Source: an optimization exercise on an open RTL-to-GDS flow (aim: small area, a short achievable clock period and few clock cycles per item). Production flows keep margins and buffers that such runs may drop.
Function was checked by simulation only, so behaviour that the tests miss may differ from the original.

## rev 12
==> flow/design.v (excerpt) <==
module address_region_dispatch_table (
	input  logic        clk,
	input  logic        arst_n,
	input  logic        req_valid,
	output logic        req_ready,
	input  logic [1:0]  req_opcode,
	input  logic [31:0] req_address,
	input  logic [31:0] req_length,
	input  logic [15:0] req_handler_tag,
	input  logic [3:0]  req_ticket,
	output logic        rsp_valid,
	input  logic        rsp_ready,
	output logic [1:0]  rsp_status,
	output logic [3:0]  rsp_ticket_out,
	output logic [15:0] rsp_tag_out
);
	logic accept;
	assign accept = req_valid && req_ready;
	logic [15:0]      valid_q;
	logic [15:0]      wr_sel;
	logic [16*32-1:0] nbase_a;
	logic [16*32-1:0] nlim_a;
	logic [15:0]      wrap_a;
	logic [16*16-1:0] tag_a;
	logic [31:0]      wr_nlim;
	logic             wr_wrap;
	ardt_add32 u_add (.a(req_address), .b(req_length), .ns(wr_nlim), .co(wr_wrap));
	ardt_slot_mem u_slot_mem (
		.clk      (clk),
		.wr_sel   (wr_sel),
		.wr_nbase (~req_address),
		.wr_nlim  (wr_nlim),
		.wr_wrap  (wr_wrap),
		.wr_tag   (req_handler_tag),
		.nbase_o  (nbase_a),
		.nlim_o   (nlim_a),
		.wrap_o   (wrap_a),
		.tag_o    (tag_a)
	);
	logic        is_reg, is_unreg, is_disp, len_zero;
	logic [15:0] hit;
	logic [15:0] free_first;
	logic [15:0] tk_dec;
	logic [15:0] cand;
	logic [1:0]  st_none;
	assign is_reg   = (req_opcode == ardt_pkg::OP_REGISTER);
	assign is_unreg = (req_opcode == ardt_pkg::OP_UNREGISTER);
	assign is_disp  = (req_opcode == ardt_pkg::OP_DISPATCH);
	assign len_zero = (req_length == 32'd0);
	for (genvar i = 0; i < 16; i++) begin : g_cmp
		logic h;
		ardt_range_cmp u_cmp (
			.addr  (req_address),
			.nbase (nbase_a[i*32 +: 32]),
			.nlim  (nlim_a[i*32 +: 32]),
			.wrap  (wrap_a[i]),
			.en    (is_disp && valid_q[i]),
			.hit   (h)
		);
		assign hit[i] = h;
	end
	logic [15:0] free_next;
	logic [15:0] below;
	logic        tk_below;
	always_comb begin
		for (int i = 0; i < 16; i++) begin
  ...
For scale: roughly 4700 cells after synthesis, about 1400 flip-flops, ~110 I/O pins, about 66000 µm² of cells after synthesis.
Settings: LEC_CHECK=0, CAP_MARGIN=20, CORE_MARGIN=2, CORE_UTILIZATION=70, PLACE_DENSITY=0.75, SETUP_SLACK_MARGIN=3.2, SLEW_MARGIN=20, SYNTH_HIERARCHICAL=1, TNS_END_PERCENT=30; clock period 6.0 ns.
standard.sh (not shown) runs the stock make flow with config.mk's settings and CLKGATE_MAP_FILE= SYNTH_SCRIPT=/design/flow/synth_recipe.tcl, a recipe that flattens the netlist after the stock synthesis.
==> flow/flow/run.sh <==
#!/bin/bash
# Standard layout, except that after the standard synthesis the delay cells
# (clkdlybuf4s*, dlygate*, dlymetal*) are added to the don't-use list, so the
# resizer does not pick them as port or repair buffers. Synthesis itself is
# the standard one, run unchanged. Each step's full output goes to its own
# log file in this folder. Clock tree synthesis runs with the usual clusters
# of up to 24 flip-flops per clkbuf_16 but without dummy loads.
set -uo pipefail
DU_BASE="sky130_fd_sc_hd__probe_p_8 sky130_fd_sc_hd__probec_p_8 sky130_fd_sc_hd__lpflow_bleeder_1 sky130_fd_sc_hd__lpflow_clkbufkapwr_1 sky130_fd_sc_hd__lpflow_clkbufkapwr_16 sky130_fd_sc_hd__lpflow_clkbufkapwr_2 sky130_fd_sc_hd__lpflow_clkbufkapwr_4 sky130_fd_sc_hd__lpflow_clkbufkapwr_8 sky130_fd_sc_hd__lpflow_clkinvkapwr_1 sky130_fd_sc_hd__lpflow_clkinvkapwr_16 sky130_fd_sc_hd__lpflow_clkinvkapwr_2 sky130_fd_sc_hd__lpflow_clkinvkapwr_4 sky130_fd_sc_hd__lpflow_clkinvkapwr_8 sky130_fd_sc_hd__lpflow_decapkapwr_12 sky130_fd_sc_hd__lpflow_decapkapwr_3 sky130_fd_sc_hd__lpflow_decapkapwr_4 sky130_fd_sc_hd__lpflow_decapkapwr_6 sky130_fd_sc_hd__lpflow_decapkapwr_8 sky130_fd_sc_hd__lpflow_inputiso0n_1 sky130_fd_sc_hd__lpflow_inputiso0p_1 sky130_fd_sc_hd__lpflow_inputiso1n_1 sky130_fd_sc_hd__lpflow_inputiso1p_1 sky130_fd_sc_hd__lpflow_inputisolatch_1 sky130_fd_sc_hd__lpflow_isobufsrc_1 sky130_fd_sc_hd__lpflow_isobufsrc_16 sky130_fd_sc_hd__lpflow_isobufsrc_2 sky130_fd_sc_hd__lpflow_isobufsrc_4 sky130_fd_sc_hd__lpflow_isobufsrc_8 sky130_fd_sc_hd__lpflow_isobufsrckapwr_16 sky130_fd_sc_hd__lpflow_lsbuf_lh_hl_isowell_tap_1 sky130_fd_sc_hd__lpflow_lsbuf_lh_hl_isowell_tap_2 sky130_fd_sc_hd__lpflow_lsbuf_lh_hl_isowell_tap_4 sky130_fd_sc_hd__lpflow_lsbuf_lh_isowell_4 sky130_fd_sc_hd__lpflow_lsbuf_lh_isowell_tap_1 sky130_fd_sc_hd__lpflow_lsbuf_lh_isowell_tap_2 sky130_fd_sc_hd__lpflow_lsbuf_lh_isowell_tap_4 "
DU_DELAY="sky130_fd_sc_hd__clkdlybuf4s15_1 sky130_fd_sc_hd__clkdlybuf4s15_2 sky130_fd_sc_hd__clkdlybuf4s18_1 sky130_fd_sc_hd__clkdlybuf4s18_2 sky130_fd_sc_hd__clkdlybuf4s25_1 sky130_fd_sc_hd__clkdlybuf4s25_2 sky130_fd_sc_hd__clkdlybuf4s50_1 sky130_fd_sc_hd__clkdlybuf4s50_2 sky130_fd_sc_hd__dlygate4sd1_1 sky130_fd_sc_hd__dlygate4sd2_1 sky130_fd_sc_hd__dlygate4sd3_1 sky130_fd_sc_hd__dlymetal6s2s_1 sky130_fd_sc_hd__dlymetal6s4s_1 sky130_fd_sc_hd__dlymetal6s6s_1"
bash standard.sh synth > synth.log 2>&1 || { tail -50 synth.log; exit 1; }
CTS="-sink_clustering_enable -repair_clock_nets -sink_clustering_size 24 -sink_clustering_max_diameter 60 -buf_list sky130_fd_sc_hd__clkbuf_16 -dont_use_dummy_load"
bash standard.sh "DONT_USE_CELLS=$DU_BASE $DU_DELAY" "CTS_ARGS=$CTS" finish > layout.log 2>&1 || { tail -50 layout.log; exit 1; }
test -f out/final.def || { echo "no final.def"; exit 1; }
Testbench counts of rev 12, summed over its fixed seeds: cycles 16,016, items 16,000.
Inputs modified between rev 12 and rev 13:
Settings: removing PLACE_DENSITY (formerly 0.75); changing TNS_END_PERCENT from 30 to 100.
==> flow/flow/run.sh <==
#!/bin/bash
# Standard layout, except that after the standard synthesis the delay cells
# (clkdlybuf4s*, dlygate*, dlymetal*) are added to the don't-use list, so the
# resizer does not pick them as port or repair buffers. Synthesis itself is
# the standard one, run unchanged. Each step's full output goes to its own
# log file in this folder. Clock tree synthesis runs with the usual clusters
# of up to 20 flip-flops per clkbuf_16 but without dummy loads.
set -uo pipefail
DU_BASE="sky130_fd_sc_hd__probe_p_8 sky130_fd_sc_hd__probec_p_8 sky130_fd_sc_hd__lpflow_bleeder_1 sky130_fd_sc_hd__lpflow_clkbufkapwr_1 sky130_fd_sc_hd__lpflow_clkbufkapwr_16 sky130_fd_sc_hd__lpflow_clkbufkapwr_2 sky130_fd_sc_hd__lpflow_clkbufkapwr_4 sky130_fd_sc_hd__lpflow_clkbufkapwr_8 sky130_fd_sc_hd__lpflow_clkinvkapwr_1 sky130_fd_sc_hd__lpflow_clkinvkapwr_16 sky130_fd_sc_hd__lpflow_clkinvkapwr_2 sky130_fd_sc_hd__lpflow_clkinvkapwr_4 sky130_fd_sc_hd__lpflow_clkinvkapwr_8 sky130_fd_sc_hd__lpflow_decapkapwr_12 sky130_fd_sc_hd__lpflow_decapkapwr_3 sky130_fd_sc_hd__lpflow_decapkapwr_4 sky130_fd_sc_hd__lpflow_decapkapwr_6 sky130_fd_sc_hd__lpflow_decapkapwr_8 sky130_fd_sc_hd__lpflow_inputiso0n_1 sky130_fd_sc_hd__lpflow_inputiso0p_1 sky130_fd_sc_hd__lpflow_inputiso1n_1 sky130_fd_sc_hd__lpflow_inputiso1p_1 sky130_fd_sc_hd__lpflow_inputisolatch_1 sky130_fd_sc_hd__lpflow_isobufsrc_1 sky130_fd_sc_hd__lpflow_isobufsrc_16 sky130_fd_sc_hd__lpflow_isobufsrc_2 sky130_fd_sc_hd__lpflow_isobufsrc_4 sky130_fd_sc_hd__lpflow_isobufsrc_8 sky130_fd_sc_hd__lpflow_isobufsrckapwr_16 sky130_fd_sc_hd__lpflow_lsbuf_lh_hl_isowell_tap_1 sky130_fd_sc_hd__lpflow_lsbuf_lh_hl_isowell_tap_2 sky130_fd_sc_hd__lpflow_lsbuf_lh_hl_isowell_tap_4 sky130_fd_sc_hd__lpflow_lsbuf_lh_isowell_4 sky130_fd_sc_hd__lpflow_lsbuf_lh_isowell_tap_1 sky130_fd_sc_hd__lpflow_lsbuf_lh_isowell_tap_2 sky130_fd_sc_hd__lpflow_lsbuf_lh_isowell_tap_4 "
DU_DELAY="sky130_fd_sc_hd__clkdlybuf4s15_1 sky130_fd_sc_hd__clkdlybuf4s15_2 sky130_fd_sc_hd__clkdlybuf4s18_1 sky130_fd_sc_hd__clkdlybuf4s18_2 sky130_fd_sc_hd__clkdlybuf4s25_1 sky130_fd_sc_hd__clkdlybuf4s25_2 sky130_fd_sc_hd__clkdlybuf4s50_1 sky130_fd_sc_hd__clkdlybuf4s50_2 sky130_fd_sc_hd__dlygate4sd1_1 sky130_fd_sc_hd__dlygate4sd2_1 sky130_fd_sc_hd__dlygate4sd3_1 sky130_fd_sc_hd__dlymetal6s2s_1 sky130_fd_sc_hd__dlymetal6s4s_1 sky130_fd_sc_hd__dlymetal6s6s_1"
bash standard.sh synth > synth.log 2>&1 || { tail -50 synth.log; exit 1; }
CTS="-sink_clustering_enable -repair_clock_nets -sink_clustering_size 20 -sink_clustering_max_diameter 60 -buf_list sky130_fd_sc_hd__clkbuf_16 -dont_use_dummy_load"
bash standard.sh "DONT_USE_CELLS=$DU_BASE $DU_DELAY" "CTS_ARGS=$CTS" finish > layout.log 2>&1 || { tail -50 layout.log; exit 1; }
test -f out/final.def || { echo "no final.def"; exit 1; }
[summary]
Rev 13: first-pass iteration count of the detailed router higher than rev 12. Setup slack in rev 13 is larger than in rev 12. Looking at number of global-route vias before repair across rev 13 and rev 12, the one that comes out higher is rev 13. The slowest cell on the critical path comes out nor4_4 in one run and clkbuf_4 in the other, namely in rev 13 and rev 12 respectively. Rev 13 reports its type of the tightest min-delay check as reg2reg while rev 12 reports in2async.

[re-timing with driven ports]
The flow's constraints put no driver on any port. The routed layouts listed below were extracted and timed again, unchanged, in two steps.
Step 1, drivers: a clkbuf_16 drives clk and a buf_2 each remaining input, both assumed.
Step 2 times the ports against the registers' clock, not the clock port: input delays grow and output delays shrink by t, the midpoint of the rising clock arrivals with the driver on.
Three values: ideal ports, drivers, drivers and shift; two values: the first two.
| run | t, ns | setup WS [ns] | hold WS [ns] |
|---|---|---|---|
| rev 12 | 0.780 | 3.042 / 3.076 / 2.296 | 0.508 / 0.450 / 0.539 |
| rev 13 | 0.764 | 3.141 / 3.013 / 2.248 | 0.523 / 0.476 / 0.523 |
After both steps every run listed still meets setup and hold. The setup slack of rev 13, which loses most, moves by -0.128 ns with the drivers and by -0.893 ns with both steps.
